This is an optimization exercise on Yosys and OpenROAD, whose aim is small area, not a production implementation.
Only simulation tests tie the RTL to the original design; equivalence was not proved.

==> flow/design.v <==
package nn_pkg;
    localparam int N_NEURONS = 4;
    localparam int N_INPUTS  = 4;
    localparam int DW        = 8;
    localparam int P_PER_NEURON = N_INPUTS + 2;
    localparam int P_BYTES      = N_NEURONS * P_PER_NEURON;
    typedef enum logic [1:0] {
        LOAD_X  = 2'd0,
        LOAD_P  = 2'd1,
        COMPUTE = 2'd2,
        DONE    = 2'd3
    } state_t;
endpackage
module nn_fa (
    input  logic a,
    input  logic b,
    input  logic c,
    output logic s,
    output logic co
);
    assign s  = a ^ b ^ c;
    assign co = (a & b) | (c & (a ^ b));
endmodule
module nn_mo3 (
    input  logic a,
    input  logic b,
    input  logic c,
    output logic m,
    output logic o
);
    assign m = (a & b) | (a & c) | (b & c);
    assign o = a | b | c;
endmodule
module nn_ha (
    input  logic a,
    input  logic b,
    output logic s,
    output logic co
);
    assign s  = a ^ b;
    assign co = a & b;
endmodule
module nn_neuron (
    input  logic [31:0] xn_flat,
    input  logic [31:0] wn_flat,
    input  logic [7:0]  b,
    input  logic [7:0]  thn,
    output logic        fire
);
    logic [31:0] x_flat, w_flat;
    assign x_flat = ~xn_flat;
    assign w_flat = ~wn_flat;
    logic [3:0] hi;
    generate
        for (genvar gi = 0; gi < 4; gi++) begin : g_hi
            logic [7:1] wsuf;
            assign wsuf[7] = w_flat[gi*8+7];
            for (genvar k = 6; k >= 1; k--) begin : g_suf
                assign wsuf[k] = wsuf[k+1] | w_flat[gi*8+k];
            end
            assign hi[gi] = (x_flat[gi*8+1] & wsuf[7]) | (x_flat[gi*8+2] & wsuf[6])
                          | (x_flat[gi*8+3] & wsuf[5]) | (x_flat[gi*8+4] & wsuf[4])
                          | (x_flat[gi*8+5] & wsuf[3]) | (x_flat[gi*8+6] & wsuf[2])
                          | (x_flat[gi*8+7] & wsuf[1]);
        end
    endgenerate
    logic pp1, pp2, pp3, pp4, pp5, pp6, pp7, pp8, pp9, pp10, pp11, pp12;
    logic pp13, pp14, pp15, pp16, pp17, pp18, pp19, pp20, pp21, q22, adj23, q24;
    logic pp25, pp26, pp27, pp28, pp29, pp30, pp31, pp32, pp33, pp34, pp35, pp36;
    logic pp37, pp38, pp39, pp40, pp41, pp42, pp43, pp44, pp45, q46, adj47, q48;
    logic pp49, pp50, pp51, pp52, pp53, pp54, pp55, pp56, pp57, pp58, pp59, pp60;
    logic pp61, pp62, pp63, pp64, pp65, pp66, pp67, pp68, pp69, q70, adj71, q72;
    logic pp73, pp74, pp75, pp76, pp77, pp78, pp79, pp80, pp81, pp82, pp83, pp84;
    logic pp85, pp86, pp87, pp88, pp89, pp90, pp91, pp92, pp93, q94, adj95, q96;
    logic c98, s97, c100, s99, c102, c104, s103, c106, s105, c108, s107, c110;
    logic s109, c112, s111, c114, c116, s115, c118, s117, c120, s119, c122, s121;
    logic c124, s123, c126, s125, c128, s127, c130, s129, c132, s131, c134, c136;
    logic s135, c138, s137, c140, s139, c142, s141, c144, s143, c146, s145, c148;
    logic s147, c150, s149, c152, s151, c154, s153, c156, s155, c158, s157, c160;
    logic s159, c162, c164, s163, c166, s165, c168, s167, c170, s169, c172, s171;
    logic c174, s173, c176, s175, c178, s177, c180, s179, c182, s181, c184, s183;
    logic c186, s185, c188, s187, c190, s189, c192, s191, c194, s193, c196, s195;
    logic c198, c200, s199, c202, s201, c204, s203, c206, s205, c208, s207, c210;
    logic s209, c212, s211, c214, s213, c216, s215, c218, s217, c220, s219, c222;
    logic s221, c224, s223, c226, s225, c228, s227, c230, s229, c232, s231, c234;
    logic s233, c236, s235, c238, s237, c240, s239, c242, c244, s243, c246, s245;
    logic c248, s247, c250, s249, c252, s251, c254, s253, c256, s255, c258, s257;
    logic c260, s259, c262, s261, c264, s263, c266, s265, c268, s267, c270, o271;
    logic m272, o273, m274, o275, m276, o277, m278, o279, m280, o281, m282, o283;
    logic m284, o285, m286, o287, m288, o289, m290;
    assign pp1 = ~(xn_flat[0] | wn_flat[0]);
    assign pp2 = ~(xn_flat[1] | wn_flat[0]);
    assign pp3 = ~(xn_flat[2] | wn_flat[0]);
    assign pp4 = ~(xn_flat[3] | wn_flat[0]);
    assign pp5 = ~(xn_flat[4] | wn_flat[0]);
    assign pp6 = ~(xn_flat[5] | wn_flat[0]);
    assign pp7 = ~(xn_flat[0] | wn_flat[1]);
    assign pp8 = ~(xn_flat[1] | wn_flat[1]);
    assign pp9 = ~(xn_flat[2] | wn_flat[1]);
    assign pp10 = ~(xn_flat[3] | wn_flat[1]);
    assign pp11 = ~(xn_flat[4] | wn_flat[1]);
    assign pp12 = ~(xn_flat[0] | wn_flat[2]);
    assign pp13 = ~(xn_flat[1] | wn_flat[2]);
    assign pp14 = ~(xn_flat[2] | wn_flat[2]);
    assign pp15 = ~(xn_flat[3] | wn_flat[2]);
    assign pp16 = ~(xn_flat[0] | wn_flat[3]);
    assign pp17 = ~(xn_flat[1] | wn_flat[3]);
    assign pp18 = ~(xn_flat[2] | wn_flat[3]);
    assign pp19 = ~(xn_flat[0] | wn_flat[4]);
    assign pp20 = ~(xn_flat[1] | wn_flat[4]);
    assign pp21 = ~(xn_flat[0] | wn_flat[5]);
    assign q22 = ~(xn_flat[6] | wn_flat[0]) | ~(xn_flat[5] | wn_flat[1]) | ~(xn_flat[4] | wn_flat[2]) | ~(xn_flat[3] | wn_flat[3]) | ~(xn_flat[2] | wn_flat[4]) | ~(xn_flat[1] | wn_flat[5]) | ~(xn_flat[0] | wn_flat[6]);
    assign adj23 = ~(xn_flat[6] | wn_flat[0] | xn_flat[5] | wn_flat[1]) | ~(xn_flat[5] | wn_flat[1] | xn_flat[4] | wn_flat[2]) | ~(xn_flat[4] | wn_flat[2] | xn_flat[3] | wn_flat[3]) | ~(xn_flat[3] | wn_flat[3] | xn_flat[2] | wn_flat[4]) | ~(xn_flat[2] | wn_flat[4] | xn_flat[1] | wn_flat[5]) | ~(xn_flat[1] | wn_flat[5] | xn_flat[0] | wn_flat[6]);
    assign q24 = ~(xn_flat[7] | wn_flat[0]) | ~(xn_flat[6] | wn_flat[1]) | ~(xn_flat[5] | wn_flat[2]) | ~(xn_flat[4] | wn_flat[3]) | ~(xn_flat[3] | wn_flat[4]) | ~(xn_flat[2] | wn_flat[5]) | ~(xn_flat[1] | wn_flat[6]) | ~(xn_flat[0] | wn_flat[7]);
    assign pp25 = ~(xn_flat[8] | wn_flat[8]);
    assign pp26 = ~(xn_flat[9] | wn_flat[8]);
    assign pp27 = ~(xn_flat[10] | wn_flat[8]);
    assign pp28 = ~(xn_flat[11] | wn_flat[8]);
    assign pp29 = ~(xn_flat[12] | wn_flat[8]);
    assign pp30 = ~(xn_flat[13] | wn_flat[8]);
    assign pp31 = ~(xn_flat[8] | wn_flat[9]);
    assign pp32 = ~(xn_flat[9] | wn_flat[9]);
    assign pp33 = ~(xn_flat[10] | wn_flat[9]);
    assign pp34 = ~(xn_flat[11] | wn_flat[9]);
    assign pp35 = ~(xn_flat[12] | wn_flat[9]);
    assign pp36 = ~(xn_flat[8] | wn_flat[10]);
    assign pp37 = ~(xn_flat[9] | wn_flat[10]);
    assign pp38 = ~(xn_flat[10] | wn_flat[10]);
    assign pp39 = ~(xn_flat[11] | wn_flat[10]);
    assign pp40 = ~(xn_flat[8] | wn_flat[11]);
    assign pp41 = ~(xn_flat[9] | wn_flat[11]);
    assign pp42 = ~(xn_flat[10] | wn_flat[11]);
    assign pp43 = ~(xn_flat[8] | wn_flat[12]);
    assign pp44 = ~(xn_flat[9] | wn_flat[12]);
    assign pp45 = ~(xn_flat[8] | wn_flat[13]);
    assign q46 = ~(xn_flat[14] | wn_flat[8]) | ~(xn_flat[13] | wn_flat[9]) | ~(xn_flat[12] | wn_flat[10]) | ~(xn_flat[11] | wn_flat[11]) | ~(xn_flat[10] | wn_flat[12]) | ~(xn_flat[9] | wn_flat[13]) | ~(xn_flat[8] | wn_flat[14]);
    assign adj47 = ~(xn_flat[14] | wn_flat[8] | xn_flat[13] | wn_flat[9]) | ~(xn_flat[13] | wn_flat[9] | xn_flat[12] | wn_flat[10]) | ~(xn_flat[12] | wn_flat[10] | xn_flat[11] | wn_flat[11]) | ~(xn_flat[11] | wn_flat[11] | xn_flat[10] | wn_flat[12]) | ~(xn_flat[10] | wn_flat[12] | xn_flat[9] | wn_flat[13]) | ~(xn_flat[9] | wn_flat[13] | xn_flat[8] | wn_flat[14]);
    assign q48 = ~(xn_flat[15] | wn_flat[8]) | ~(xn_flat[14] | wn_flat[9]) | ~(xn_flat[13] | wn_flat[10]) | ~(xn_flat[12] | wn_flat[11]) | ~(xn_flat[11] | wn_flat[12]) | ~(xn_flat[10] | wn_flat[13]) | ~(xn_flat[9] | wn_flat[14]) | ~(xn_flat[8] | wn_flat[15]);
    assign pp49 = ~(xn_flat[16] | wn_flat[16]);
    assign pp50 = ~(xn_flat[17] | wn_flat[16]);
    assign pp51 = ~(xn_flat[18] | wn_flat[16]);
    assign pp52 = ~(xn_flat[19] | wn_flat[16]);
    assign pp53 = ~(xn_flat[20] | wn_flat[16]);
    assign pp54 = ~(xn_flat[21] | wn_flat[16]);
    assign pp55 = ~(xn_flat[16] | wn_flat[17]);
    assign pp56 = ~(xn_flat[17] | wn_flat[17]);
    assign pp57 = ~(xn_flat[18] | wn_flat[17]);
    assign pp58 = ~(xn_flat[19] | wn_flat[17]);
    assign pp59 = ~(xn_flat[20] | wn_flat[17]);
    assign pp60 = ~(xn_flat[16] | wn_flat[18]);
    assign pp61 = ~(xn_flat[17] | wn_flat[18]);
    assign pp62 = ~(xn_flat[18] | wn_flat[18]);
    assign pp63 = ~(xn_flat[19] | wn_flat[18]);
    assign pp64 = ~(xn_flat[16] | wn_flat[19]);
    assign pp65 = ~(xn_flat[17] | wn_flat[19]);
    assign pp66 = ~(xn_flat[18] | wn_flat[19]);
    assign pp67 = ~(xn_flat[16] | wn_flat[20]);
    assign pp68 = ~(xn_flat[17] | wn_flat[20]);
    assign pp69 = ~(xn_flat[16] | wn_flat[21]);
    assign q70 = ~(xn_flat[22] | wn_flat[16]) | ~(xn_flat[21] | wn_flat[17]) | ~(xn_flat[20] | wn_flat[18]) | ~(xn_flat[19] | wn_flat[19]) | ~(xn_flat[18] | wn_flat[20]) | ~(xn_flat[17] | wn_flat[21]) | ~(xn_flat[16] | wn_flat[22]);
    assign adj71 = ~(xn_flat[22] | wn_flat[16] | xn_flat[21] | wn_flat[17]) | ~(xn_flat[21] | wn_flat[17] | xn_flat[20] | wn_flat[18]) | ~(xn_flat[20] | wn_flat[18] | xn_flat[19] | wn_flat[19]) | ~(xn_flat[19] | wn_flat[19] | xn_flat[18] | wn_flat[20]) | ~(xn_flat[18] | wn_flat[20] | xn_flat[17] | wn_flat[21]) | ~(xn_flat[17] | wn_flat[21] | xn_flat[16] | wn_flat[22]);
    assign q72 = ~(xn_flat[23] | wn_flat[16]) | ~(xn_flat[22] | wn_flat[17]) | ~(xn_flat[21] | wn_flat[18]) | ~(xn_flat[20] | wn_flat[19]) | ~(xn_flat[19] | wn_flat[20]) | ~(xn_flat[18] | wn_flat[21]) | ~(xn_flat[17] | wn_flat[22]) | ~(xn_flat[16] | wn_flat[23]);
    assign pp73 = ~(xn_flat[24] | wn_flat[24]);
    assign pp74 = ~(xn_flat[25] | wn_flat[24]);
    assign pp75 = ~(xn_flat[26] | wn_flat[24]);
    assign pp76 = ~(xn_flat[27] | wn_flat[24]);
    assign pp77 = ~(xn_flat[28] | wn_flat[24]);
    assign pp78 = ~(xn_flat[29] | wn_flat[24]);
    assign pp79 = ~(xn_flat[24] | wn_flat[25]);
    assign pp80 = ~(xn_flat[25] | wn_flat[25]);
    assign pp81 = ~(xn_flat[26] | wn_flat[25]);
    assign pp82 = ~(xn_flat[27] | wn_flat[25]);
    assign pp83 = ~(xn_flat[28] | wn_flat[25]);
    assign pp84 = ~(xn_flat[24] | wn_flat[26]);
    assign pp85 = ~(xn_flat[25] | wn_flat[26]);
    assign pp86 = ~(xn_flat[26] | wn_flat[26]);
    assign pp87 = ~(xn_flat[27] | wn_flat[26]);
    assign pp88 = ~(xn_flat[24] | wn_flat[27]);
    assign pp89 = ~(xn_flat[25] | wn_flat[27]);
    assign pp90 = ~(xn_flat[26] | wn_flat[27]);
    assign pp91 = ~(xn_flat[24] | wn_flat[28]);
    assign pp92 = ~(xn_flat[25] | wn_flat[28]);
    assign pp93 = ~(xn_flat[24] | wn_flat[29]);
    assign q94 = ~(xn_flat[30] | wn_flat[24]) | ~(xn_flat[29] | wn_flat[25]) | ~(xn_flat[28] | wn_flat[26]) | ~(xn_flat[27] | wn_flat[27]) | ~(xn_flat[26] | wn_flat[28]) | ~(xn_flat[25] | wn_flat[29]) | ~(xn_flat[24] | wn_flat[30]);
    assign adj95 = ~(xn_flat[30] | wn_flat[24] | xn_flat[29] | wn_flat[25]) | ~(xn_flat[29] | wn_flat[25] | xn_flat[28] | wn_flat[26]) | ~(xn_flat[28] | wn_flat[26] | xn_flat[27] | wn_flat[27]) | ~(xn_flat[27] | wn_flat[27] | xn_flat[26] | wn_flat[28]) | ~(xn_flat[26] | wn_flat[28] | xn_flat[25] | wn_flat[29]) | ~(xn_flat[25] | wn_flat[29] | xn_flat[24] | wn_flat[30]);
    assign q96 = ~(xn_flat[31] | wn_flat[24]) | ~(xn_flat[30] | wn_flat[25]) | ~(xn_flat[29] | wn_flat[26]) | ~(xn_flat[28] | wn_flat[27]) | ~(xn_flat[27] | wn_flat[28]) | ~(xn_flat[26] | wn_flat[29]) | ~(xn_flat[25] | wn_flat[30]) | ~(xn_flat[24] | wn_flat[31]);
    nn_fa u_s97 (.a(pp1), .b(pp25), .c(pp49), .s(s97), .co(c98));
    nn_fa u_s99 (.a(pp73), .b(b[0]), .c(thn[0]), .s(s99), .co(c100));
    assign c102 = s97 & s99;
    nn_fa u_s103 (.a(pp2), .b(pp7), .c(pp26), .s(s103), .co(c104));
    nn_fa u_s105 (.a(pp31), .b(pp50), .c(pp55), .s(s105), .co(c106));
    nn_fa u_s107 (.a(pp74), .b(pp79), .c(b[1]), .s(s107), .co(c108));
    nn_fa u_s109 (.a(thn[1]), .b(c98), .c(c100), .s(s109), .co(c110));
    nn_fa u_s111 (.a(s103), .b(s105), .c(s107), .s(s111), .co(c112));
    assign c114 = (c102 & s109) | (c102 & s111) | (s109 & s111);
    nn_fa u_s115 (.a(pp3), .b(pp8), .c(pp12), .s(s115), .co(c116));
    nn_fa u_s117 (.a(pp27), .b(pp32), .c(pp36), .s(s117), .co(c118));
    nn_fa u_s119 (.a(pp51), .b(pp56), .c(pp60), .s(s119), .co(c120));
    nn_fa u_s121 (.a(pp75), .b(pp80), .c(pp84), .s(s121), .co(c122));
    nn_fa u_s123 (.a(b[2]), .b(thn[2]), .c(c104), .s(s123), .co(c124));
    nn_fa u_s125 (.a(c106), .b(c108), .c(s115), .s(s125), .co(c126));
    nn_fa u_s127 (.a(s117), .b(s119), .c(s121), .s(s127), .co(c128));
    nn_fa u_s129 (.a(c110), .b(c112), .c(s123), .s(s129), .co(c130));
    nn_fa u_s131 (.a(s125), .b(s127), .c(c114), .s(s131), .co(c132));
    assign c134 = s129 & s131;
    nn_fa u_s135 (.a(pp4), .b(pp9), .c(pp13), .s(s135), .co(c136));
    nn_fa u_s137 (.a(pp16), .b(pp28), .c(pp33), .s(s137), .co(c138));
    nn_fa u_s139 (.a(pp37), .b(pp40), .c(pp52), .s(s139), .co(c140));
    nn_fa u_s141 (.a(pp57), .b(pp61), .c(pp64), .s(s141), .co(c142));
    nn_fa u_s143 (.a(pp76), .b(pp81), .c(pp85), .s(s143), .co(c144));
    nn_fa u_s145 (.a(pp88), .b(b[3]), .c(thn[3]), .s(s145), .co(c146));
    nn_fa u_s147 (.a(c116), .b(c118), .c(c120), .s(s147), .co(c148));
    nn_fa u_s149 (.a(c122), .b(s135), .c(s137), .s(s149), .co(c150));
    nn_fa u_s151 (.a(s139), .b(s141), .c(s143), .s(s151), .co(c152));
    nn_fa u_s153 (.a(s145), .b(c124), .c(c126), .s(s153), .co(c154));
    nn_fa u_s155 (.a(c128), .b(s147), .c(s149), .s(s155), .co(c156));
    nn_fa u_s157 (.a(s151), .b(c130), .c(s153), .s(s157), .co(c158));
    nn_fa u_s159 (.a(s155), .b(c132), .c(s157), .s(s159), .co(c160));
    assign c162 = c134 & s159;
    nn_fa u_s163 (.a(pp5), .b(pp10), .c(pp14), .s(s163), .co(c164));
    nn_fa u_s165 (.a(pp17), .b(pp19), .c(pp29), .s(s165), .co(c166));
    nn_fa u_s167 (.a(pp34), .b(pp38), .c(pp41), .s(s167), .co(c168));
    nn_fa u_s169 (.a(pp43), .b(pp53), .c(pp58), .s(s169), .co(c170));
    nn_fa u_s171 (.a(pp62), .b(pp65), .c(pp67), .s(s171), .co(c172));
    nn_fa u_s173 (.a(pp77), .b(pp82), .c(pp86), .s(s173), .co(c174));
    nn_fa u_s175 (.a(pp89), .b(pp91), .c(b[4]), .s(s175), .co(c176));
    nn_fa u_s177 (.a(thn[4]), .b(c136), .c(c138), .s(s177), .co(c178));
    nn_fa u_s179 (.a(c140), .b(c142), .c(c144), .s(s179), .co(c180));
    nn_fa u_s181 (.a(c146), .b(s163), .c(s165), .s(s181), .co(c182));
    nn_fa u_s183 (.a(s167), .b(s169), .c(s171), .s(s183), .co(c184));
    nn_fa u_s185 (.a(s173), .b(s175), .c(c148), .s(s185), .co(c186));
    nn_fa u_s187 (.a(c150), .b(c152), .c(s177), .s(s187), .co(c188));
    nn_fa u_s189 (.a(s179), .b(s181), .c(s183), .s(s189), .co(c190));
    nn_fa u_s191 (.a(c154), .b(c156), .c(s185), .s(s191), .co(c192));
    nn_fa u_s193 (.a(s187), .b(s189), .c(c158), .s(s193), .co(c194));
    nn_fa u_s195 (.a(s191), .b(c160), .c(s193), .s(s195), .co(c196));
    assign c198 = c162 & s195;
    nn_fa u_s199 (.a(pp6), .b(pp11), .c(pp15), .s(s199), .co(c200));
    nn_fa u_s201 (.a(pp18), .b(pp20), .c(pp21), .s(s201), .co(c202));
    nn_fa u_s203 (.a(pp30), .b(pp35), .c(pp39), .s(s203), .co(c204));
    nn_fa u_s205 (.a(pp42), .b(pp44), .c(pp45), .s(s205), .co(c206));
    nn_fa u_s207 (.a(pp54), .b(pp59), .c(pp63), .s(s207), .co(c208));
    nn_fa u_s209 (.a(pp66), .b(pp68), .c(pp69), .s(s209), .co(c210));
    nn_fa u_s211 (.a(pp78), .b(pp83), .c(pp87), .s(s211), .co(c212));
    nn_fa u_s213 (.a(pp90), .b(pp92), .c(pp93), .s(s213), .co(c214));
    nn_fa u_s215 (.a(b[5]), .b(thn[5]), .c(c164), .s(s215), .co(c216));
    nn_fa u_s217 (.a(c166), .b(c168), .c(c170), .s(s217), .co(c218));
    nn_fa u_s219 (.a(c172), .b(c174), .c(c176), .s(s219), .co(c220));
    nn_fa u_s221 (.a(s199), .b(s201), .c(s203), .s(s221), .co(c222));
    nn_fa u_s223 (.a(s205), .b(s207), .c(s209), .s(s223), .co(c224));
    nn_fa u_s225 (.a(s211), .b(s213), .c(c178), .s(s225), .co(c226));
    nn_fa u_s227 (.a(c180), .b(c182), .c(c184), .s(s227), .co(c228));
    nn_fa u_s229 (.a(s215), .b(s217), .c(s219), .s(s229), .co(c230));
    nn_fa u_s231 (.a(s221), .b(s223), .c(c186), .s(s231), .co(c232));
    nn_fa u_s233 (.a(c188), .b(c190), .c(s225), .s(s233), .co(c234));
    nn_fa u_s235 (.a(s227), .b(s229), .c(c192), .s(s235), .co(c236));
    nn_fa u_s237 (.a(s231), .b(s233), .c(c194), .s(s237), .co(c238));
    nn_fa u_s239 (.a(s235), .b(c196), .c(s237), .s(s239), .co(c240));
    assign c242 = c198 & s239;
    nn_fa u_s243 (.a(q22), .b(q46), .c(q70), .s(s243), .co(c244));
    nn_fa u_s245 (.a(q94), .b(b[6]), .c(thn[6]), .s(s245), .co(c246));
    nn_fa u_s247 (.a(c200), .b(c202), .c(c204), .s(s247), .co(c248));
    nn_fa u_s249 (.a(c206), .b(c208), .c(c210), .s(s249), .co(c250));
    nn_fa u_s251 (.a(c212), .b(c214), .c(s243), .s(s251), .co(c252));
    nn_fa u_s253 (.a(s245), .b(c216), .c(c218), .s(s253), .co(c254));
    nn_fa u_s255 (.a(c220), .b(c222), .c(c224), .s(s255), .co(c256));
    nn_fa u_s257 (.a(s247), .b(s249), .c(s251), .s(s257), .co(c258));
    nn_fa u_s259 (.a(c226), .b(c228), .c(c230), .s(s259), .co(c260));
    nn_fa u_s261 (.a(s253), .b(s255), .c(s257), .s(s261), .co(c262));
    nn_fa u_s263 (.a(c232), .b(c234), .c(s259), .s(s263), .co(c264));
    nn_fa u_s265 (.a(s261), .b(c236), .c(s263), .s(s265), .co(c266));
    nn_fa u_s267 (.a(c238), .b(s265), .c(c240), .s(s267), .co(c268));
    assign c270 = c242 & s267;
    nn_mo3 u_m272 (.a(q24), .b(q48), .c(q72), .m(m272), .o(o271));
    nn_mo3 u_m274 (.a(q96), .b(b[7]), .c(thn[7]), .m(m274), .o(o273));
    nn_mo3 u_m276 (.a(c244), .b(c246), .c(o271), .m(m276), .o(o275));
    nn_mo3 u_m278 (.a(o273), .b(c248), .c(c250), .m(m278), .o(o277));
    nn_mo3 u_m280 (.a(c252), .b(o275), .c(c254), .m(m280), .o(o279));
    nn_mo3 u_m282 (.a(c256), .b(c258), .c(o277), .m(m282), .o(o281));
    nn_mo3 u_m284 (.a(c260), .b(c262), .c(o279), .m(m284), .o(o283));
    nn_mo3 u_m286 (.a(o281), .b(c264), .c(o283), .m(m286), .o(o285));
    nn_mo3 u_m288 (.a(c266), .b(o285), .c(c268), .m(m288), .o(o287));
    assign m290 = c270 & o287;
    assign o289 = c270 | o287;
    assign fire = (|hi) | m272 | m274 | m276 | m278 | m280 | m282 | m284 | m286 | m288 | m290 | adj23 | adj47 | adj71 | adj95;
endmodule
module nn_half (
    input  logic [15:0] xn_flat,
    input  logic [15:0] wn_flat,
    input  logic [7:0]  e1,
    input  logic [7:0]  e2,
    output logic [7:0]  s,
    output logic        ge
);
    logic [15:0] x_flat, w_flat;
    assign x_flat = ~xn_flat;
    assign w_flat = ~wn_flat;
    logic [1:0] hi;
    generate
        for (genvar gi = 0; gi < 2; gi++) begin : g_hi
            logic [7:1] wsuf;
            assign wsuf[7] = w_flat[gi*8+7];
            for (genvar k = 6; k >= 1; k--) begin : g_suf
                assign wsuf[k] = wsuf[k+1] | w_flat[gi*8+k];
            end
            assign hi[gi] = (x_flat[gi*8+1] & wsuf[7]) | (x_flat[gi*8+2] & wsuf[6])
                          | (x_flat[gi*8+3] & wsuf[5]) | (x_flat[gi*8+4] & wsuf[4])
                          | (x_flat[gi*8+5] & wsuf[3]) | (x_flat[gi*8+6] & wsuf[2])
                          | (x_flat[gi*8+7] & wsuf[1]);
        end
    endgenerate
    logic pp1, pp2, pp3, pp4, pp5, pp6, pp7, pp8, pp9, pp10, pp11, pp12;
    logic pp13, pp14, pp15, pp16, pp17, pp18, pp19, pp20, pp21, q22, adj23, q24;
    logic pp25, pp26, pp27, pp28, pp29, pp30, pp31, pp32, pp33, pp34, pp35, pp36;
    logic pp37, pp38, pp39, pp40, pp41, pp42, pp43, pp44, pp45, q46, adj47, q48;
    logic c50, s49, c52, s51, c54, s53, c56, s55, c58, s57, c60, s59;
    logic c62, s61, c64, s63, c66, s65, c68, s67, c70, s69, c72, s71;
    logic c74, s73, c76, s75, c78, s77, c80, s79, c82, s81, c84, s83;
    logic c86, s85, c88, s87, c90, s89, c92, s91, c94, s93, c96, s95;
    logic c98, s97, c100, s99, c102, s101, c104, s103, c106, s105, c108, s107;
    logic c110, s109, c112, s111, c114, s113, c116, s115, c118, s117, c120, s119;
    logic c122, s121, c124, s123, c126, s125, c128, s127, c130, s129, c132, s131;
    logic c134, s133, c136, s135, c138, s137, c140, s139, c142, s141, c144, s143;
    logic c146, s145, c148, s147, c150, s149, c152, s151, c154, s153, c156, s155;
    logic c158, s157, c160, s159;
    assign pp1 = ~(xn_flat[0] | wn_flat[0]);
    assign pp2 = ~(xn_flat[1] | wn_flat[0]);
    assign pp3 = ~(xn_flat[2] | wn_flat[0]);
    assign pp4 = ~(xn_flat[3] | wn_flat[0]);
    assign pp5 = ~(xn_flat[4] | wn_flat[0]);
    assign pp6 = ~(xn_flat[5] | wn_flat[0]);
    assign pp7 = ~(xn_flat[0] | wn_flat[1]);
    assign pp8 = ~(xn_flat[1] | wn_flat[1]);
    assign pp9 = ~(xn_flat[2] | wn_flat[1]);
    assign pp10 = ~(xn_flat[3] | wn_flat[1]);
    assign pp11 = ~(xn_flat[4] | wn_flat[1]);
    assign pp12 = ~(xn_flat[0] | wn_flat[2]);
    assign pp13 = ~(xn_flat[1] | wn_flat[2]);
    assign pp14 = ~(xn_flat[2] | wn_flat[2]);
    assign pp15 = ~(xn_flat[3] | wn_flat[2]);
    assign pp16 = ~(xn_flat[0] | wn_flat[3]);
    assign pp17 = ~(xn_flat[1] | wn_flat[3]);
    assign pp18 = ~(xn_flat[2] | wn_flat[3]);
    assign pp19 = ~(xn_flat[0] | wn_flat[4]);
    assign pp20 = ~(xn_flat[1] | wn_flat[4]);
    assign pp21 = ~(xn_flat[0] | wn_flat[5]);
    assign q22 = ~(xn_flat[6] | wn_flat[0]) | ~(xn_flat[5] | wn_flat[1]) | ~(xn_flat[4] | wn_flat[2]) | ~(xn_flat[3] | wn_flat[3]) | ~(xn_flat[2] | wn_flat[4]) | ~(xn_flat[1] | wn_flat[5]) | ~(xn_flat[0] | wn_flat[6]);
    assign adj23 = ~(xn_flat[6] | wn_flat[0] | xn_flat[5] | wn_flat[1]) | ~(xn_flat[5] | wn_flat[1] | xn_flat[4] | wn_flat[2]) | ~(xn_flat[4] | wn_flat[2] | xn_flat[3] | wn_flat[3]) | ~(xn_flat[3] | wn_flat[3] | xn_flat[2] | wn_flat[4]) | ~(xn_flat[2] | wn_flat[4] | xn_flat[1] | wn_flat[5]) | ~(xn_flat[1] | wn_flat[5] | xn_flat[0] | wn_flat[6]);
    assign q24 = ~(xn_flat[7] | wn_flat[0]) | ~(xn_flat[6] | wn_flat[1]) | ~(xn_flat[5] | wn_flat[2]) | ~(xn_flat[4] | wn_flat[3]) | ~(xn_flat[3] | wn_flat[4]) | ~(xn_flat[2] | wn_flat[5]) | ~(xn_flat[1] | wn_flat[6]) | ~(xn_flat[0] | wn_flat[7]);
    assign pp25 = ~(xn_flat[8] | wn_flat[8]);
    assign pp26 = ~(xn_flat[9] | wn_flat[8]);
    assign pp27 = ~(xn_flat[10] | wn_flat[8]);
    assign pp28 = ~(xn_flat[11] | wn_flat[8]);
    assign pp29 = ~(xn_flat[12] | wn_flat[8]);
    assign pp30 = ~(xn_flat[13] | wn_flat[8]);
    assign pp31 = ~(xn_flat[8] | wn_flat[9]);
    assign pp32 = ~(xn_flat[9] | wn_flat[9]);
    assign pp33 = ~(xn_flat[10] | wn_flat[9]);
    assign pp34 = ~(xn_flat[11] | wn_flat[9]);
    assign pp35 = ~(xn_flat[12] | wn_flat[9]);
    assign pp36 = ~(xn_flat[8] | wn_flat[10]);
    assign pp37 = ~(xn_flat[9] | wn_flat[10]);
    assign pp38 = ~(xn_flat[10] | wn_flat[10]);
    assign pp39 = ~(xn_flat[11] | wn_flat[10]);
    assign pp40 = ~(xn_flat[8] | wn_flat[11]);
    assign pp41 = ~(xn_flat[9] | wn_flat[11]);
    assign pp42 = ~(xn_flat[10] | wn_flat[11]);
    assign pp43 = ~(xn_flat[8] | wn_flat[12]);
    assign pp44 = ~(xn_flat[9] | wn_flat[12]);
    assign pp45 = ~(xn_flat[8] | wn_flat[13]);
    assign q46 = ~(xn_flat[14] | wn_flat[8]) | ~(xn_flat[13] | wn_flat[9]) | ~(xn_flat[12] | wn_flat[10]) | ~(xn_flat[11] | wn_flat[11]) | ~(xn_flat[10] | wn_flat[12]) | ~(xn_flat[9] | wn_flat[13]) | ~(xn_flat[8] | wn_flat[14]);
    assign adj47 = ~(xn_flat[14] | wn_flat[8] | xn_flat[13] | wn_flat[9]) | ~(xn_flat[13] | wn_flat[9] | xn_flat[12] | wn_flat[10]) | ~(xn_flat[12] | wn_flat[10] | xn_flat[11] | wn_flat[11]) | ~(xn_flat[11] | wn_flat[11] | xn_flat[10] | wn_flat[12]) | ~(xn_flat[10] | wn_flat[12] | xn_flat[9] | wn_flat[13]) | ~(xn_flat[9] | wn_flat[13] | xn_flat[8] | wn_flat[14]);
    assign q48 = ~(xn_flat[15] | wn_flat[8]) | ~(xn_flat[14] | wn_flat[9]) | ~(xn_flat[13] | wn_flat[10]) | ~(xn_flat[12] | wn_flat[11]) | ~(xn_flat[11] | wn_flat[12]) | ~(xn_flat[10] | wn_flat[13]) | ~(xn_flat[9] | wn_flat[14]) | ~(xn_flat[8] | wn_flat[15]);
    nn_fa u_s49 (.a(pp1), .b(pp25), .c(e1[0]), .s(s49), .co(c50));
    nn_ha u_s51 (.a(e2[0]), .b(s49), .s(s51), .co(c52));
    nn_fa u_s53 (.a(pp2), .b(pp7), .c(pp26), .s(s53), .co(c54));
    nn_fa u_s55 (.a(pp31), .b(e1[1]), .c(e2[1]), .s(s55), .co(c56));
    nn_fa u_s57 (.a(c50), .b(s53), .c(s55), .s(s57), .co(c58));
    nn_ha u_s59 (.a(c52), .b(s57), .s(s59), .co(c60));
    nn_fa u_s61 (.a(pp3), .b(pp8), .c(pp12), .s(s61), .co(c62));
    nn_fa u_s63 (.a(pp27), .b(pp32), .c(pp36), .s(s63), .co(c64));
    nn_fa u_s65 (.a(e1[2]), .b(e2[2]), .c(c54), .s(s65), .co(c66));
    nn_fa u_s67 (.a(c56), .b(s61), .c(s63), .s(s67), .co(c68));
    nn_fa u_s69 (.a(c58), .b(s65), .c(s67), .s(s69), .co(c70));
    nn_ha u_s71 (.a(c60), .b(s69), .s(s71), .co(c72));
    nn_fa u_s73 (.a(pp4), .b(pp9), .c(pp13), .s(s73), .co(c74));
    nn_fa u_s75 (.a(pp16), .b(pp28), .c(pp33), .s(s75), .co(c76));
    nn_fa u_s77 (.a(pp37), .b(pp40), .c(e1[3]), .s(s77), .co(c78));
    nn_fa u_s79 (.a(e2[3]), .b(c62), .c(c64), .s(s79), .co(c80));
    nn_fa u_s81 (.a(s73), .b(s75), .c(s77), .s(s81), .co(c82));
    nn_fa u_s83 (.a(c66), .b(c68), .c(s79), .s(s83), .co(c84));
    nn_fa u_s85 (.a(s81), .b(c70), .c(s83), .s(s85), .co(c86));
    nn_ha u_s87 (.a(c72), .b(s85), .s(s87), .co(c88));
    nn_fa u_s89 (.a(pp5), .b(pp10), .c(pp14), .s(s89), .co(c90));
    nn_fa u_s91 (.a(pp17), .b(pp19), .c(pp29), .s(s91), .co(c92));
    nn_fa u_s93 (.a(pp34), .b(pp38), .c(pp41), .s(s93), .co(c94));
    nn_fa u_s95 (.a(pp43), .b(e1[4]), .c(e2[4]), .s(s95), .co(c96));
    nn_fa u_s97 (.a(c74), .b(c76), .c(c78), .s(s97), .co(c98));
    nn_fa u_s99 (.a(s89), .b(s91), .c(s93), .s(s99), .co(c100));
    nn_fa u_s101 (.a(s95), .b(c80), .c(c82), .s(s101), .co(c102));
    nn_fa u_s103 (.a(s97), .b(s99), .c(c84), .s(s103), .co(c104));
    nn_fa u_s105 (.a(s101), .b(c86), .c(s103), .s(s105), .co(c106));
    nn_ha u_s107 (.a(c88), .b(s105), .s(s107), .co(c108));
    nn_fa u_s109 (.a(pp6), .b(pp11), .c(pp15), .s(s109), .co(c110));
    nn_fa u_s111 (.a(pp18), .b(pp20), .c(pp21), .s(s111), .co(c112));
    nn_fa u_s113 (.a(pp30), .b(pp35), .c(pp39), .s(s113), .co(c114));
    nn_fa u_s115 (.a(pp42), .b(pp44), .c(pp45), .s(s115), .co(c116));
    nn_fa u_s117 (.a(e1[5]), .b(e2[5]), .c(c90), .s(s117), .co(c118));
    nn_fa u_s119 (.a(c92), .b(c94), .c(c96), .s(s119), .co(c120));
    nn_fa u_s121 (.a(s109), .b(s111), .c(s113), .s(s121), .co(c122));
    nn_fa u_s123 (.a(s115), .b(c98), .c(c100), .s(s123), .co(c124));
    nn_fa u_s125 (.a(s117), .b(s119), .c(s121), .s(s125), .co(c126));
    nn_fa u_s127 (.a(c102), .b(s123), .c(s125), .s(s127), .co(c128));
    nn_fa u_s129 (.a(c104), .b(s127), .c(c106), .s(s129), .co(c130));
    nn_ha u_s131 (.a(c108), .b(s129), .s(s131), .co(c132));
    nn_fa u_s133 (.a(q22), .b(q46), .c(e1[6]), .s(s133), .co(c134));
    nn_fa u_s135 (.a(e2[6]), .b(c110), .c(c112), .s(s135), .co(c136));
    nn_fa u_s137 (.a(c114), .b(c116), .c(s133), .s(s137), .co(c138));
    nn_fa u_s139 (.a(c118), .b(c120), .c(c122), .s(s139), .co(c140));
    nn_fa u_s141 (.a(s135), .b(s137), .c(c124), .s(s141), .co(c142));
    nn_fa u_s143 (.a(c126), .b(s139), .c(c128), .s(s143), .co(c144));
    nn_fa u_s145 (.a(s141), .b(s143), .c(c130), .s(s145), .co(c146));
    nn_ha u_s147 (.a(c132), .b(s145), .s(s147), .co(c148));
    nn_fa u_s149 (.a(q24), .b(q48), .c(e1[7]), .s(s149), .co(c150));
    nn_fa u_s151 (.a(e2[7]), .b(c134), .c(s149), .s(s151), .co(c152));
    nn_fa u_s153 (.a(c136), .b(c138), .c(s151), .s(s153), .co(c154));
    nn_fa u_s155 (.a(c140), .b(s153), .c(c142), .s(s155), .co(c156));
    nn_fa u_s157 (.a(c144), .b(s155), .c(c146), .s(s157), .co(c158));
    nn_ha u_s159 (.a(c148), .b(s157), .s(s159), .co(c160));
    assign s  = {s159, s147, s131, s107, s87, s71, s59, s51};
    assign ge = (|hi) | c150 | c152 | c154 | c156 | c158 | c160 | adj23 | adj47;
endmodule
module neural_network (
    input  logic        clk,
    input  logic        reset,
    input  logic        changes,
    input  logic [7:0]  data_in,
    output logic [7:0]  network_outputs
);
    nn_pkg::state_t state_reg;
    logic           changes_q_reg;
    logic [31:0]    xn_sr_reg;      
    logic [191:0]   p_sr_reg;
    logic [2:0]     x_cnt_reg;
    logic [4:0]     p_cnt_reg;
    logic           f3_q_reg;
    logic           f1_q_reg;
    logic [8:0]     h_q_reg;
    logic [3:0]     out_reg;
    logic chg_rise, in_p, in_c, shift_x, shift_p;
    assign chg_rise = changes & ~changes_q_reg;
    assign in_p     = (state_reg == nn_pkg::LOAD_P);
    assign in_c     = (state_reg == nn_pkg::COMPUTE);
    assign shift_x  = (state_reg == nn_pkg::LOAD_X) & ~changes;
    assign shift_p  = in_p & ~changes;
    function automatic logic gt_const(input logic [4:0] c, input int k);
        gt_const = 1'b0;
        for (int b = 0; b < 5; b++)
            gt_const = ((k >> b) & 1) ? (c[b] & gt_const) : (c[b] | gt_const);
    endfunction
    logic [23:0] p_ok;
    logic [3:0]  x_ok;
    generate
        for (genvar k = 0; k < 24; k++) begin : g_pok
            assign p_ok[k] = gt_const(p_cnt_reg, k);
        end
        for (genvar k = 0; k < 4; k++) begin : g_xok
            assign x_ok[k] = gt_const({2'b00, x_cnt_reg}, k);
        end
    endgenerate
    function automatic logic [7:0] lane(input int k);
        lane = p_sr_reg[k*8 +: 8];
    endfunction
    logic sa, sb, sc;
    assign sa = in_p & ~changes;
    assign sb = in_p &  changes;
    assign sc = in_c;
    logic [31:0] f_wn;
    logic [7:0]  f_b, f_th;
    logic        f_fire;
    generate
        for (genvar i = 0; i < 4; i++) begin : g_fw
            logic ma, mb, mc;
            assign ma = sa & x_ok[i] & p_ok[17+i];
            assign mb = sb & x_ok[i] & p_ok[6+i];
            assign mc = sc & x_ok[i] & p_ok[12+i];
            assign f_wn[i*8 +: 8] = ~((lane(17+i) & {8{ma}}) | (lane(6+i) & {8{mb}})
                                    | (lane(12+i) & {8{mc}}));
        end
    endgenerate
    assign f_b  = (lane(21) & {8{sa & p_ok[21]}}) | (lane(10) & {8{sb & p_ok[10]}})
                | (lane(16) & {8{sc & p_ok[16]}});
    assign f_th = (lane(22) & {8{sa & p_ok[22]}}) | (lane(11) & {8{sb & p_ok[11]}})
                | (lane(17) & {8{sc & p_ok[17]}});
    nn_neuron u_f (
        .xn_flat (xn_sr_reg),
        .wn_flat (f_wn),
        .b       (f_b),
        .thn     (~f_th),
        .fire   (f_fire)
    );
    logic [15:0] h_xn, h_wn;
    logic [7:0]  h_e1, h_e2, h_s;
    logic        h_ge;
    generate
        for (genvar i = 0; i < 2; i++) begin : g_hw
            logic m0, m1;
            assign m0 = ~in_c & x_ok[i]   & p_ok[i];
            assign m1 =  in_c & x_ok[i+2] & p_ok[i+2];
            assign h_wn[i*8 +: 8] = ~((lane(i) & {8{m0}}) | (lane(i+2) & {8{m1}}));
            assign h_xn[i*8 +: 8] = in_c ? xn_sr_reg[(i+2)*8 +: 8] : xn_sr_reg[i*8 +: 8];
        end
    endgenerate
    assign h_e1 = in_c ? h_q_reg[7:0] : (lane(4) & {8{p_ok[4]}});
    assign h_e2 = in_c ? 8'h00 : ~(lane(5) & {8{p_ok[5]}});
    nn_half u_h (
        .xn_flat (h_xn),
        .wn_flat (h_wn),
        .e1     (h_e1),
        .e2     (h_e2),
        .s      (h_s),
        .ge     (h_ge)
    );
    assign network_outputs = {4'b0000, out_reg};
    always_ff @(posedge clk) begin
        if (shift_x)
            xn_sr_reg <= {xn_sr_reg[23:0], ~data_in};
        if (shift_p) begin
            p_sr_reg <= {p_sr_reg[183:0], data_in};
            f3_q_reg <= f_fire;
        end
        f1_q_reg <= f_fire;
        h_q_reg  <= {h_ge, h_s};
    end
    always_ff @(posedge clk or posedge reset) begin
        if (reset) begin
            state_reg     <= nn_pkg::LOAD_X;
            changes_q_reg <= 1'b0;
            x_cnt_reg     <= '0;
            p_cnt_reg     <= '0;
            out_reg       <= '0;
        end else begin
            changes_q_reg <= changes;
            if (shift_x && x_cnt_reg != 3'd4)
                x_cnt_reg <= x_cnt_reg + 3'd1;
            if (shift_p && p_cnt_reg != 5'd24)
                p_cnt_reg <= p_cnt_reg + 5'd1;
            case (state_reg)
                nn_pkg::LOAD_X:  if (chg_rise) state_reg <= nn_pkg::LOAD_P;
                nn_pkg::LOAD_P:  if (chg_rise) state_reg <= nn_pkg::COMPUTE;
                nn_pkg::COMPUTE: begin
                    out_reg   <= {f3_q_reg, f_fire, f1_q_reg, h_q_reg[8] | h_ge};
                    state_reg <= nn_pkg::DONE;
                end
                default:         if (chg_rise) state_reg <= nn_pkg::LOAD_X;
            endcase
        end
    end
endmodule
==> flow/config.mk <==
export PLATFORM = sky130hd
export DESIGN_NAME = neural_network
export DESIGN_NICKNAME = neural_network
export VERILOG_FILES = /design/flow/design.v
export SDC_FILE = /design/flow/constraint.sdc
export NUM_CORES = 4
export LEC_CHECK = 0
export CAP_MARGIN = 20
export CORE_MARGIN = 2
export CORE_UTILIZATION = 40
export CTS_BUF_LIST = sky130_fd_sc_hd__clkbuf_8
export CTS_CLUSTER_DIAMETER = 60
export CTS_CLUSTER_SIZE = 16
export SLEW_MARGIN = 20
export SYNTH_HIERARCHICAL = 1
==> flow/constraint.sdc <==
create_clock -name core_clock -period 10.0 [get_ports {clk}]
set_input_delay 2.0000 -clock core_clock [delete_from_list [all_inputs] [get_ports {clk}]]
set_output_delay 2.0000 -clock core_clock [all_outputs]
set_load 0.01 [all_outputs]
==> flow/standard.sh <==
#!/bin/bash
# synth_recipe.tcl (not shown) runs the flow's synth.tcl, then flattens the netlist and writes it again
# the make line also repeats each setting of config.mk as NAME=value (left out here)
make -C /OpenROAD-flow-scripts/flow DESIGN_CONFIG=/design/flow/config.mk WORK_HOME=/design/flow/orfs CLKGATE_MAP_FILE= SYNTH_SCRIPT=/design/flow/synth_recipe.tcl "${@:-finish}"
==> flow/flow/run.sh <==
#!/bin/bash
# Standard ORFS flow (the standard.sh) with some layout options:
#  - port buffers of the smallest buffer cell
#  - CTS of clkbuf_4 without dummy loads
#  - no big buffers (buf_4 and up) for repair: the platform's don't-use list
#    plus those
set -euo pipefail
DU="sky130_fd_sc_hd__probe_p_8 sky130_fd_sc_hd__probec_p_8 sky130_fd_sc_hd__lpflow_bleeder_1 sky130_fd_sc_hd__lpflow_clkbufkapwr_1 sky130_fd_sc_hd__lpflow_clkbufkapwr_16 sky130_fd_sc_hd__lpflow_clkbufkapwr_2 sky130_fd_sc_hd__lpflow_clkbufkapwr_4 sky130_fd_sc_hd__lpflow_clkbufkapwr_8 sky130_fd_sc_hd__lpflow_clkinvkapwr_1 sky130_fd_sc_hd__lpflow_clkinvkapwr_16 sky130_fd_sc_hd__lpflow_clkinvkapwr_2 sky130_fd_sc_hd__lpflow_clkinvkapwr_4 sky130_fd_sc_hd__lpflow_clkinvkapwr_8 sky130_fd_sc_hd__lpflow_decapkapwr_12 sky130_fd_sc_hd__lpflow_decapkapwr_3 sky130_fd_sc_hd__lpflow_decapkapwr_4 sky130_fd_sc_hd__lpflow_decapkapwr_6 sky130_fd_sc_hd__lpflow_decapkapwr_8 sky130_fd_sc_hd__lpflow_inputiso0n_1 sky130_fd_sc_hd__lpflow_inputiso0p_1 sky130_fd_sc_hd__lpflow_inputiso1n_1 sky130_fd_sc_hd__lpflow_inputiso1p_1 sky130_fd_sc_hd__lpflow_inputisolatch_1 sky130_fd_sc_hd__lpflow_isobufsrc_1 sky130_fd_sc_hd__lpflow_isobufsrc_16 sky130_fd_sc_hd__lpflow_isobufsrc_2 sky130_fd_sc_hd__lpflow_isobufsrc_4 sky130_fd_sc_hd__lpflow_isobufsrc_8 sky130_fd_sc_hd__lpflow_isobufsrckapwr_16 sky130_fd_sc_hd__lpflow_lsbuf_lh_hl_isowell_tap_1 sky130_fd_sc_hd__lpflow_lsbuf_lh_hl_isowell_tap_2 sky130_fd_sc_hd__lpflow_lsbuf_lh_hl_isowell_tap_4 sky130_fd_sc_hd__lpflow_lsbuf_lh_isowell_4 sky130_fd_sc_hd__lpflow_lsbuf_lh_isowell_tap_1 sky130_fd_sc_hd__lpflow_lsbuf_lh_isowell_tap_2 sky130_fd_sc_hd__lpflow_lsbuf_lh_isowell_tap_4 sky130_fd_sc_hd__fill_1 sky130_fd_sc_hd__fill_2 sky130_fd_sc_hd__fill_4 sky130_fd_sc_hd__fill_8  sky130_fd_sc_hd__buf_4 sky130_fd_sc_hd__buf_6 sky130_fd_sc_hd__buf_8 sky130_fd_sc_hd__buf_12 sky130_fd_sc_hd__buf_16"
bash standard.sh \
  "DONT_USE_CELLS=$DU" \
  "BUFFER_PORTS_ARGS=-buffer_cell sky130_fd_sc_hd__buf_1" \
  "CTS_ARGS=-sink_clustering_enable -repair_clock_nets -sink_clustering_size 10 -sink_clustering_max_diameter 40 -buf_list sky130_fd_sc_hd__clkbuf_4 -dont_use_dummy_load" \
  finish > standard.log 2>&1
==> flow_summary_export.csv, run 1 <==
group,metric,value,unit
outcome,lastStage,"1_2_yosys",
outcome,error_line,"ERROR: TCL interpreter returned an error: The step that buffers pass-through wires placed cells that are on DONT_USE_CELLS: 12 sky130_fd_sc_hd__buf_4 (a module's cells...",
synth,yosysWarningCount,1,
outcome,outcome,"did not finish",
==> run 2, diff against run 1 <==
==> flow/flow/run.sh (replaced) <==
#!/bin/bash
# Standard ORFS flow (the standard.sh) with some layout options:
#  - standard synthesis first, then the layout with:
#  - port buffers of the smallest buffer cell
#  - CTS of clkbuf_4 without dummy loads
#  - no big buffers (buf_4 and up) for repair: the platform's don't-use list
#    plus those
set -euo pipefail
DU="sky130_fd_sc_hd__probe_p_8 sky130_fd_sc_hd__probec_p_8 sky130_fd_sc_hd__lpflow_bleeder_1 sky130_fd_sc_hd__lpflow_clkbufkapwr_1 sky130_fd_sc_hd__lpflow_clkbufkapwr_16 sky130_fd_sc_hd__lpflow_clkbufkapwr_2 sky130_fd_sc_hd__lpflow_clkbufkapwr_4 sky130_fd_sc_hd__lpflow_clkbufkapwr_8 sky130_fd_sc_hd__lpflow_clkinvkapwr_1 sky130_fd_sc_hd__lpflow_clkinvkapwr_16 sky130_fd_sc_hd__lpflow_clkinvkapwr_2 sky130_fd_sc_hd__lpflow_clkinvkapwr_4 sky130_fd_sc_hd__lpflow_clkinvkapwr_8 sky130_fd_sc_hd__lpflow_decapkapwr_12 sky130_fd_sc_hd__lpflow_decapkapwr_3 sky130_fd_sc_hd__lpflow_decapkapwr_4 sky130_fd_sc_hd__lpflow_decapkapwr_6 sky130_fd_sc_hd__lpflow_decapkapwr_8 sky130_fd_sc_hd__lpflow_inputiso0n_1 sky130_fd_sc_hd__lpflow_inputiso0p_1 sky130_fd_sc_hd__lpflow_inputiso1n_1 sky130_fd_sc_hd__lpflow_inputiso1p_1 sky130_fd_sc_hd__lpflow_inputisolatch_1 sky130_fd_sc_hd__lpflow_isobufsrc_1 sky130_fd_sc_hd__lpflow_isobufsrc_16 sky130_fd_sc_hd__lpflow_isobufsrc_2 sky130_fd_sc_hd__lpflow_isobufsrc_4 sky130_fd_sc_hd__lpflow_isobufsrc_8 sky130_fd_sc_hd__lpflow_isobufsrckapwr_16 sky130_fd_sc_hd__lpflow_lsbuf_lh_hl_isowell_tap_1 sky130_fd_sc_hd__lpflow_lsbuf_lh_hl_isowell_tap_2 sky130_fd_sc_hd__lpflow_lsbuf_lh_hl_isowell_tap_4 sky130_fd_sc_hd__lpflow_lsbuf_lh_isowell_4 sky130_fd_sc_hd__lpflow_lsbuf_lh_isowell_tap_1 sky130_fd_sc_hd__lpflow_lsbuf_lh_isowell_tap_2 sky130_fd_sc_hd__lpflow_lsbuf_lh_isowell_tap_4 sky130_fd_sc_hd__fill_1 sky130_fd_sc_hd__fill_2 sky130_fd_sc_hd__fill_4 sky130_fd_sc_hd__fill_8  sky130_fd_sc_hd__buf_4 sky130_fd_sc_hd__buf_6 sky130_fd_sc_hd__buf_8 sky130_fd_sc_hd__buf_12 sky130_fd_sc_hd__buf_16"
bash standard.sh synth > standard_synth.log 2>&1
bash standard.sh \
  "DONT_USE_CELLS=$DU" \
  "MIN_BUF_CELL_AND_PORTS=sky130_fd_sc_hd__buf_1 A X" \
  "BUFFER_PORTS_ARGS=-buffer_cell sky130_fd_sc_hd__buf_1" \
  "CTS_ARGS=-sink_clustering_enable -repair_clock_nets -sink_clustering_size 10 -sink_clustering_max_diameter 40 -buf_list sky130_fd_sc_hd__clkbuf_4 -dont_use_dummy_load" \
  finish > standard.log 2>&1
==> run 2 against run 1 <==
Compared with the run above: now clean on timing, DRC and antenna.
==> flow_summary_export.csv, run 2 <==
group,metric,value,unit
synth,syn_area_per_cell,13.94,sq um
clock_network,cts_tree,"done",
synth,ys.flop_type,"edfxtp_1",
cells_and_area,final_common_cell,"edfxtp_1",
synth,synth_edf_count,217,
synth,synth_cell_type_count,61,
sta,grt_setup_unrepaired,"no",
detailed_routing,drt_iter0_drc,997,
synth,ys_seq_elements,242,
critical_path,r2r-start,"state_reg[0]",
placement,place_congestion,0.9585,
critical_path,start_kind,"input pin",
floorplan,rows,66,
critical_path,cp_common_cell,"fa_1",
synth,synth_cells,958,
global_routing,grt_max_degree,144,
clock_network,cts-resized-gates,0,
detailed_routing,via_per_inst,6.022,
hold_path,hp-start,"p_sr_reg[6]",
sta,slew_viol_final,0,
floorplan,design.die.area,0.03486,sq mm
critical_path,crit_path_max_incr_delay,0.70,ns
sta,hold_viol_final,0,
critical_path,r2r_end,"out_reg[0]",
run,maxCapViolCount,0,
critical_path,required,10.51,ns
detailed_routing,vias,8654,
cells_and_area,layout_common_cells,"edfxtp_1 (217), nor2_1 (164), fa_1 (128)",
hold_path,hold-path-cell-count,0,
placement,port-buffer-count,14,
synth,yosysWarningCount,7,
floorplan,initial_utilization,0.4084,
synth,yosys.area.top_type,"edfxtp_1",
synth,synth_most_common_cell,"edfxtp_1",
sta,period_minus_slack,8.940,ns
critical_path,cp_max_fo,8,
sta,relSlewSlack,0.2181,
detailed_routing,wl_per_cell,26.28,um
clock_network,cts_sinks,242,
hold_path,min_to,"p_sr_reg[14]",
critical_path,rrSetupSlack,1.47,ns
critical_path,critPathArrivalTime,9.45,ns
detailed_routing,drtAntennaViolNets,0,
clock_network,cts_buffers,37,
synth,synth_top_area_frac,0.4880,
cells_and_area,nets,1150,
critical_path,crit_chain,"buf_1 -> nand3b_2 -> a211oi_2 -> a222oi_1 -> dlygate4sd1_1 -> nor2_1 -> fa_1 -> fa_1 -> fa_1 -> fa_1 -> fa_1 -> fa_1 -> fa_1 -> maj3_1 -> or4_1 -> nor4_1 -> nand3_1 -> nor3_1 -> nand4_1 -> mux2_2",
synth,async_reset_ff_frac,0.06198,
sta,fmax,111.9,MHz
global_routing,antenna_found_initial,1,
synth,synth_commonest_cells,"edfxtp_1 (217), nor2_1 (164), fa_1 (128)",
clock_network,clk_pin_slew_worst_paths,0.10,ns
global_routing,grt_pass1_vias,9017,
critical_path,crit_buf_inv,2,
placement,hpwlAfterDp,27890,um
critical_path,critPathSlowestCell,"a211oi_2",
critical_path,critPathTopFamily,"adder cells",
cells_and_area,fillers,3073,
cells_and_area,drive_above_1_share,0.09091,
detailed_routing,drc,0,
clock_network,htree_levels,2,
sta,clock_skew,0.05478,ns
clock_network,clockBufferDepth,3,
floorplan,pin_count,19,
synth,synth_top_cells_by_area,"edfxtp_1 (49%), fa_1 (19%), nor2_1 (4.6%)",
critical_path,rr_worst_depth,21,
synth,yosysSeqAreaShare,0.5311,
critical_path,critPathKind,"in2reg",
floorplan,core,0.03270,sq mm
detailed_routing,drt-pass1-iter-count,6,
cells_and_area,largest_register_ffs,184,
synth,syn_area,0.01335,sq mm
outcome,outcome,"complete, no violations",
clock_network,ctsHoldBuffers,0,
global_routing,grt_pass1_wl,56580,um
sta,finalSetupViolations,0,
cells_and_area,area_growth,7.346,%
detailed_routing,drt_wl_total,37770,um
sta,tightest_slew,1.173,ns
global_routing,grt_usage,0.2186,
floorplan,die_h,186.7,um
global_routing,grt_overflow,0,
sta,finalSetupTns,0,ns
sta,post-route-period-util,0.8940,
clock_network,post_cts_buffers,0,
clock_network,cts-root-buf,"clkbuf_4",
critical_path,end_kind,"register",
clock_network,clock_latency,0.66,ns
hold_path,hold_class,"reg2reg",
floorplan,die-width,186.7,um
run 2: per-stage QoR:
stage / std cells / worst slack (ns) / utilization / hold slack [ns] / instance area, sq um
finish: 1437 / 1.060 / 0.4384 / 0.4145 / 14340
global route: 1437 / 0.8126 / 0.4384 / 0.4249 / 14340
CTS: 1432 / 1.092 / 0.4381 / 0.4221 / 14330
detailed placement: 1395 / 0.4312 / 0.4296 / 0.4347 / 14050
global placement: 1395 / 0.5861 / 0.4296 / 0.4235 / 14050
floorplan: 961 / 1.690 / - / 0.4176 / 13370
run 2: per-module statistics from Yosys (local to each module, per instance):
| module | cells | copies in the design | cell area (sq um) | flip-flops and latches |
|---|---|---|---|---|
| neural_network | 465 | 1 | 8870 | 242 |
| nn_neuron | 220 | 1 | 1076 | 0 |
| nn_half | 119 | 1 | 599.3 | 0 |
| nn_fa | 1 | 128 | 20.02 | 0 |
| nn_mo3 | 2 | 9 | 16.27 | 0 |
| nn_ha | 1 | 8 | 12.51 | 0 |
run 2: area by class of cell:
type                       count  area (sq um)  area share
sequential                   242          7092      0.4947
multi-input combinational    634          5903      0.4118
tap                          442         553.0     0.03858
timing repair buffer          52         402.9     0.02811
clock buffer                  37         277.8     0.01938
inverter                      25         93.84    0.006546
antenna                        5         12.51   0.0008728
run 2: worst max path at each step:
stage | startpoint | to | slack [ns] | cells after the start
after floorplan | changes | out_reg[2] | 1.69 | 20
after global placement | changes | out_reg[2] | 0.59 | 20
after detailed placement | changes | out_reg[2] | 0.43 | 20
after CTS | changes | out_reg[2] | 1.09 | 20
after global routing | changes | out_reg[2] | 0.81 | 21
final | changes | out_reg[2] | 1.06 | 20
run 2: worst reg2reg max path, stage by stage, from the launching register on:
cell	delay, ns
dfrtp_1	0.40
inv_1	0.11
ha_2	0.59
nand2b_1	0.16
a21oi_1	0.92
a22oi_1	0.59
nor2_1	0.34
fa_1	0.46
fa_1	0.44
fa_1	0.47
fa_1	0.44
fa_1	0.43
fa_1	0.39
fa_1	0.40
fa_1	0.46
ha_1	0.21
or4_4	0.41
nor4_2	0.24
nand4_1	0.12
or4_1	0.61
nor2_1	0.15
a21oi_1	0.07
run 2: layer usage:
metal	GRT usage	up-vias	wire, um
met4	0.07234	0	1168
met3	0.03724	82	3232
met1	0.2972	4412	15270
met2	0.3579	471	18100
met5	0	-	0
li1	-	3689	-
run 2: kinds of logic (layout without fill, tap and decap cells):
logic type / Yosys count / in the layout / share of synthesized area
compound gates: 190 / 190 / 0.1094
xor+xnor: 4 / 4 / 0.002623
fa+ha+maj: 156 / 156 / 0.2164
buf+inv: 85 / 114 / 0.02905
flops: 242 / 242 / 0.5311
mux: 23 / 23 / 0.01930
other cells: 1 / 9 / 0.0002808
simple gates: 257 / 257 / 0.09182

## separate check: timing with driven ports
How much do the figures lean on ideal ports? The routed layout below was timed once more, with nothing changed but the port constraints. Step 1 (the two cells are an assumption about what drives the block):
set clk [get_ports {clk}]
set_driving_cell -lib_cell sky130_fd_sc_hd__clkbuf_16 $clk
set_driving_cell -lib_cell sky130_fd_sc_hd__buf_2 [delete_from_list [all_inputs] $clk]
Step 2 times the ports against the registers' clock, not the clock port: input delays grow and output delays shrink by t, the midpoint of the rising clock arrivals with the driver on. Slacks: ideal / step 1 / step 2; pairs: ideal / step 1.
run: run 2
t, ns: 0.688
slack for setup (ns): 1.060 / 1.088 / 0.400
worst slew at a driven data input, ns: 0.04
After both steps setup and hold are still met in run 2. For run 2, drivers alone change the setup slack by +0.028 ns; drivers and shift together by -0.660 ns.
